Source: an optimization exercise on an open RTL-to-GDS flow (aim: small area, a short achievable clock period and few clock cycles per item). Production flows keep margins and buffers that such runs may drop.
The RTL was checked by simulation tests, not by an equivalence proof against the original design.

v28:
==> flow/design.v (excerpt) <==
module pipelined_prime_sieve (
  input  logic                          clk_i,
  input  logic                          rst_ni,
  input  logic                          in_valid_i,
  output logic                          in_stall_o,
  input  logic [pps_pkg::ValueBits-1:0] in_value_i,
  output logic                          out_valid_o,
  input  logic                          out_stall_i,
  output logic [pps_pkg::ValueBits-1:0] out_prime_value_o,
  output logic                          out_overflow_o
);
For scale: about 4300 cells after synthesis.
make LEC_CHECK=0 CAP_MARGIN=20 CORE_MARGIN=2 CORE_UTILIZATION=40 SETUP_SLACK_MARGIN=2.5 SLEW_MARGIN=20 finish   # period 7.0 ns
run.sh (not shown) runs the stock make flow with config.mk's settings and CLKGATE_MAP_FILE= SYNTH_SCRIPT=/design/flow/synth_recipe.tcl, a recipe that flattens the netlist after the stock synthesis.
v28 reached the final stage; the timing, DRC and antenna checks on its layout passed.
Testbench counts of v28, summed over its fixed seeds: cycles 5,085, items 3,080.
## Diff of input files: v46 against v28
- a change of SLEW_MARGIN from 20 to 60
## What came out
Post-route minimum period: higher on v28
Number of stages on the worst setup path on v46 is up relative to v28.
Changes observed in v46 relative to v28: number of nets in the finished design increased by about 0.8% relative to the old numbers, first-iteration DRC count decreased by 201 relative to the old numbers, buffer count excluding the clock tree in the final layout increased by about 23% relative to the old numbers, utilization increased by 0.42 points relative to the old numbers.
Between v28 and v46, the difference in worst hold margin is negligible.
Status: length of routed wiring on met1 parity (v46, v28)
v46 vs v28, setup slack went up by 22 ps.
Input changes introduced in v5 (baseline for comparison: v46):
- SLEW_MARGIN: 60 -> 20
- SETUP_SLACK_MARGIN: 2.5 -> unset
[summary]
- Non-clock buffer count, v5 vs v46: down by more than a quarter
- Number of vias after detailed routing was lower in v5 than in v46.
- Per the comparison of v5 with v46, fraction of met2 tracks used by global routing saw a decrease; worst hold margin saw little to no change.
- Fraction of the cycle the final worst path needs in v5 is 16 points higher than in v46
- On largest fanout on the critical path, the lower figure sits with v46, not v5.
- v5 improves on v46 in final area.
### v5 -> v43
- putting SETUP_SLACK_MARGIN at 3.2 where nothing was set
### Flow results
- v43 | stages: all done | timing, DRC, antenna: all pass
- Setup fix buffers added after clock tree synthesis in v43 vs v5: up 183
- When v43 is set beside v5, its total placed instance area turns out to be about 0.4% larger.
- Via count of the first global-routing pass (v5 / v43): 0.947
- v43 vs. v5: cell area picked up an extra 4400 sq um; post-layout utilization of the core picked up an extra 3.5 points; cell count picked up an extra 3.9%; wire length of the first global-routing pass picked up an extra 7.5%.
- | achievable frequency | lower: v5 |


Another version of the RTL of pipelined_prime_sieve (not shown whole).
Size: about 5800 cells after synthesis, about 39 I/O pins, ~56000 sq um of cells after synthesis.
Settings: LEC_CHECK=0, ABC_AREA=1, CAP_MARGIN=20, CORE_MARGIN=2, CORE_UTILIZATION=60, PLACE_DENSITY=0.72, SETUP_SLACK_MARGIN=2.5, SLEW_MARGIN=20; clock period 7.0 ns.
The starting point completed with no timing, DRC or antenna violations.
Testbench counts at the start, summed over its fixed seeds: cycles 4,157, items 3,080.
Next try:
Settings changed: CORE_UTILIZATION 60 to 40, PLACE_DENSITY 0.72 to default.
What happened:
- The new run completed without violations
- setup slack improved by 0.072 ns
- count of clock-buffer cells in the layout increases by 12
- synthesized cell count does not change
- non-clock buffer count increases by 10
- register-to-register slack improved by 0.07 ns
- global-route usage decreases by 11 points
- final cell count increases by 8.9%
- wire length increases by 3.5%


## try-xenon
Another version of the RTL of pipelined_prime_sieve (not shown whole).
Size in the first run: about 4700 cells after synthesis, about 55000 µm² of cells after synthesis.
export LEC_CHECK = 0
export CAP_MARGIN = 20
export CORE_MARGIN = 2
export CORE_UTILIZATION = 40
export SETUP_SLACK_MARGIN = 2.5
export SLEW_MARGIN = 20
export TNS_END_PERCENT = 5
create_clock -name core_clock -period 7.0 [get_ports {clk_i}]
try-xenon ran to completion and came out clean on the timing, DRC and antenna checks.
Testbench counts of try-xenon, summed over its fixed seeds: cycles 4,157, items 3,080.
Edits applied to the flow inputs when going from try-xenon to try-onyx:
# try-xenon
export LEC_CHECK = 0
export CAP_MARGIN = 20
export CORE_MARGIN = 2
export CORE_UTILIZATION = 40
export SETUP_SLACK_MARGIN = 2.5
export SLEW_MARGIN = 20
export TNS_END_PERCENT = 5
create_clock -name core_clock -period 7.0 [get_ports {clk_i}]
# try-onyx
export LEC_CHECK = 0
export CAP_MARGIN = 20
export CORE_MARGIN = 2
export CORE_UTILIZATION = 40
export CTS_BUF_LIST = sky130_fd_sc_hd__clkbuf_4
export SETUP_SLACK_MARGIN = 2.5
export SLEW_MARGIN = 20
create_clock -name core_clock -period 7.0 [get_ports {clk_i}]
Results
The final layout from try-onyx, which completed every stage, passed the timing, DRC and antenna checks at the end of the flow.
sky130_fd_sc_hd__fa_1 as the cell type of the slowest stage on the worst timing path was reported by try-onyx, and sky130_fd_sc_hd__dfxtp_1 by try-xenon.
As far as inserted tap cell count goes, try-xenon and try-onyx are indistinguishable; the numbers are identical.
try-onyx drops more vias than try-xenon.
What try-juniper does differently from try-onyx at the input level:
# try-onyx
export LEC_CHECK = 0
export CAP_MARGIN = 20
export CORE_MARGIN = 2
export CORE_UTILIZATION = 40
export CTS_BUF_LIST = sky130_fd_sc_hd__clkbuf_4
export SETUP_SLACK_MARGIN = 2.5
export SLEW_MARGIN = 20
create_clock -name core_clock -period 7.0 [get_ports {clk_i}]
# try-juniper
export LEC_CHECK = 0
export CAP_MARGIN = 20
export CORE_MARGIN = 2
export CORE_UTILIZATION = 40
export CTS_BUF_LIST = sky130_fd_sc_hd__clkbuf_8
export SETUP_SLACK_MARGIN = 2.5
export SLEW_MARGIN = 20
create_clock -name core_clock -period 7.0 [get_ports {clk_i}]
Compare try-juniper and try-onyx | number of cells on the worst reg-to-reg path higher: try-juniper. Re path length in cells of the critical path: try-juniper is 1 up on try-onyx. Compared with try-onyx, try-juniper shows global-route wire length before repair that has gone down slightly. The count of clock-buffer cells in the layout of try-juniper falls short of that of try-onyx by 174.

-- port drivers added, routing unchanged --
How much do the figures lean on ideal ports? The routed layouts below were timed once more, with nothing changed but the port constraints.
Step 1 sets driving cells, clkbuf_16 on the clock port and buf_2 on the other inputs (assumed; they add their load-dependent delay and slew).
Step 2 times the ports against the registers' clock, not the clock port: input delays grow and output delays shrink by t, the midpoint of the rising clock arrivals with the driver on.
Three values: no drivers, after step 1, after step 2; two values: the first two.
| run | shift t [ns] | setup slack, ns | latest minus earliest clock arrival (ns) | slew at the worst register clock pin (ns) |
|---|---|---|---|---|
| v28 | 0.751 | 2.575 / 2.575 / 2.082 | 0.060 / 0.060 | 0.07 / 0.07 |
| v46 | 0.772 | 2.597 / 2.597 / 2.095 | 0.059 / 0.059 | 0.07 / 0.07 |
| v5 | 0.754 | 1.499 / 1.499 / 1.499 | 0.059 / 0.059 | 0.07 / 0.07 |
| v43 | 0.782 | 2.685 / 2.685 / 2.625 | 0.038 / 0.037 | 0.07 / 0.07 |
| the first run of note 2 | 0.789 | 2.452 / 2.452 / 1.987 | 0.064 / 0.063 | 0.08 / 0.08 |
| the second run of note 2 | 0.818 | 2.524 / 2.524 / 2.066 | 0.099 / 0.098 | 0.07 / 0.07 |
| try-xenon | 0.798 | 2.526 / 2.526 / 2.029 | 0.092 / 0.092 | 0.08 / 0.08 |
| try-onyx | 1.267 | 2.623 / 2.623 / 2.033 | 0.107 / 0.106 | 0.09 / 0.09 |
| try-juniper | 0.961 | 2.594 / 2.594 / 2.013 | 0.053 / 0.053 | 0.07 / 0.07 |
After both steps setup and hold are still met in every run listed. The setup slack of try-onyx, which loses most, moves by 0.000 ns with the drivers and by -0.590 ns with both steps.
